Context: an optimization exercise on an open-source flow, tuned for small area, a short achievable clock period and few clock cycles per item. The choices shown serve that exercise and are no tape-out recipe. The RTL was checked by simulation tests, not by an equivalence proof against the original design.

==> job 468 <==
Design rgb_to_hsl_convert, start of the top module:
module rgb_to_hsl_convert (
    input  logic        i_clk,
    input  logic        i_rst_n,
    input  logic        i_valid,
    output logic        o_stall,
    input  logic [7:0]  i_red,
    input  logic [7:0]  i_green,
    input  logic [7:0]  i_blue,
    input  logic [7:0]  i_alpha,
    output logic        o_valid,
    input  logic        i_stall,
    output logic [12:0] o_hue,
    output logic [7:0]  o_saturation,
    output logic [7:0]  o_luminance,
    output logic [7:0]  o_alpha_out
);
    logic        en;
    logic [5:0]  vld;
    logic [12:0] n_hue;
    logic [7:0]  n_sat, n_lum, n_alpha;
    logic [7:0]  red, green, blue, alpha;
    assign red   = i_red;
    assign green = i_green;
    assign blue  = i_blue;
    assign alpha = i_alpha;
    assign en      = !(o_valid && i_stall);
    assign o_stall = !en;
    logic [7:0] dgrg__1;
    assign dgrg__1 = red & ~green;
    logic [7:0] dprg__2;
    assign dprg__2 = ~(red ^ green);
    logic [0:0] dc0rg__3;
    assign dc0rg__3 = dgrg__1[0];
    logic [0:0] dc1rg__4;
  ...
==> flow/config.mk <==
export PLATFORM = sky130hd
export DESIGN_NAME = rgb_to_hsl_convert
export DESIGN_NICKNAME = rgb_to_hsl_convert
export VERILOG_FILES = /design/flow/design.v
export SDC_FILE = /design/flow/constraint.sdc
export NUM_CORES = 4
export LEC_CHECK = 0
export ABC_AREA = 1
export CAP_MARGIN = 20
export CORE_MARGIN = 2
export CORE_UTILIZATION = 40
export PLACE_DENSITY = 0.5
export SETUP_SLACK_MARGIN = 4.2
export SLEW_MARGIN = 20
==> flow/constraint.sdc <==
create_clock -name core_clock -period 8.0 [get_ports {i_clk}]
set_input_delay 1.6000 -clock core_clock [delete_from_list [all_inputs] [get_ports {i_clk}]]
set_output_delay 1.6000 -clock core_clock [all_outputs]
set_load 0.01 [all_outputs]
run.sh (not shown) runs the stock make flow with config.mk's settings and CLKGATE_MAP_FILE= SYNTH_SCRIPT=/design/flow/synth_recipe.tcl, a recipe that flattens the netlist after the stock synthesis.
==> job 603: changes against job 468 <==
--- a/flow/config.mk
+++ b/flow/config.mk
@@ -11,3 +11,2 @@
 export CORE_UTILIZATION = 40
-export PLACE_DENSITY = 0.5
 export SETUP_SLACK_MARGIN = 4.2
==> results.txt <==
Of job 603 and job 468, job 468 has the higher global-route usage (gap 1.7 points). Between job 603 and job 468, the lower design area is in job 603 (gap about 1.2%, measured against job 468). Register-to-register slack is about the same in job 468 and job 603. In job 468 the core utilization is higher than in job 603, by 0.59 points.
Testbench counts of job 468, summed over its fixed seeds: cycles 32,048, pixels 32,000.
Testbench counts of job 603, summed over its fixed seeds: cycles 32,048, pixels 32,000.


==> v2 <==
rgb_to_hsl_convert again, from the RTL that the note above started with.
Settings: LEC_CHECK=0, ABC_AREA=1, CAP_MARGIN=20, CORE_MARGIN=2, CORE_UTILIZATION=40, SETUP_SLACK_MARGIN=4.0, SLEW_MARGIN=20; clock period 8.0 ns.
==> inputs of v13, as changes to v2 <==
Settings changed: ABC_AREA 1 to 0, SETUP_SLACK_MARGIN 4.0 to 4.2.
==> results.txt <==
Between v2 and v13, the lower area after synthesis is in v13 (gap 3.7%, measured against v13). Die area: v13 is smaller than v2 (3.5%). Between v13 and v2, the lower critical path depth is in v2 (gap 3). Against v13, the worst hold slack of v2 is worse by 15 ps. Between v13 and v2, the lower global-route usage is in v2 (gap 1.2 points).
Testbench counts of v2, summed over its fixed seeds: cycles 32,048, pixels 32,000.
Testbench counts of v13, summed over its fixed seeds: cycles 32,048, pixels 32,000.


==> job 2291 <==
Starting RTL as in the previous note.
clock: 8.0 ns
lec_check: 0
abc_area: 1
cap_margin: 20
core_margin: 2
core_utilization: 40
setup_slack_margin: 4.3
slew_margin: 20
==> job 4133 (differences from job 2291) <==
Settings changed: SETUP_SLACK_MARGIN 4.3 to 4.4.
==> job 1602 (differences from job 2291) <==
Settings changed: CTS_CLUSTER_DIAMETER from default to 70, CTS_CLUSTER_SIZE from default to 28, SETUP_SLACK_MARGIN 4.3 to 4.2.
==> comparison table <==
quantity                                                                     job 1602                 job 2291                 job 4133
Number of vias after detailed routing                                           16270                    16530                    16860
Largest fanout of any net on the critical path                                      7                       12                        2
Worst R2R Path Depth                                                               19                       21                       17
# nets final                                                                     2808                     2847                     2903
Outcome                                                       complete, no violations  complete, no violations  complete, no violations
Length of routed met3 wiring                                                 1.818 mm                 1.939 mm                 1.887 mm
Non-filler instance count after layout                                           3228                     3274                     3331
Maximum number of pins on one net before global-route repair                       87                       87                       82
Wire per inst                                                           14.69 microns            14.91 microns            14.99 microns
Measured slew at the worst slew-check pin                                     1016 ps                 848.5 ps                 959.4 ps
Standard cell area after detailed placement                               22690 sq um              22690 sq um              22730 sq um
Testbench counts of job 2291, summed over its fixed seeds: cycles 32,048, pixels 32,000.
Testbench counts of job 4133, summed over its fixed seeds: cycles 32,048, pixels 32,000.
Testbench counts of job 1602, summed over its fixed seeds: cycles 32,048, pixels 32,000.

==> afterwards: timing with drivers on the ports <==
In the flow no input, the clock included, has a driving cell. The finished layouts below were timed again as built, in two steps.
Step 1 sets driving cells, clkbuf_16 on the clock port and buf_2 on the other inputs (assumed; they add their load-dependent delay and slew).
Step 2, shift: input delay + t, output delay - t, t = (earliest + latest rising clock arrival at the registers) / 2. This alone moves slack from input paths to output paths.
Slacks: ideal ports / drivers / drivers and shift; pairs: ideal ports / drivers.
run | t, ns | setup WS [ns] | clock arrival spread, ns | worst data-port slew with drivers (ns) | cell pins on the clock port's net
job 468 | 0.592 | 4.224 / 4.179 / 3.701 | 0.014 / 0.014 | 0.05 | 1
job 603 | 0.574 | 4.258 / 4.221 / 3.735 | 0.021 / 0.020 | 0.04 | 1
v2 | 0.577 | 4.140 / 4.167 / 3.590 | 0.020 / 0.020 | 0.04 | 1
v13 | 0.594 | 3.714 / 3.714 / 3.687 | 0.013 / 0.014 | 0.06 | 1
job 2291 | 0.579 | 4.357 / 4.330 / 3.791 | 0.021 / 0.021 | 0.04 | 1
job 4133 | 0.582 | 4.424 / 4.375 / 3.906 | 0.016 / 0.016 | 0.06 | 1
job 1602 | 0.619 | 4.251 / 4.201 / 3.678 | 0.023 / 0.023 | 0.05 | 1
After both steps setup and hold are still met in every run listed. For job 1602, which loses most, drivers alone change the setup slack by -0.050 ns; drivers and shift together by -0.573 ns.
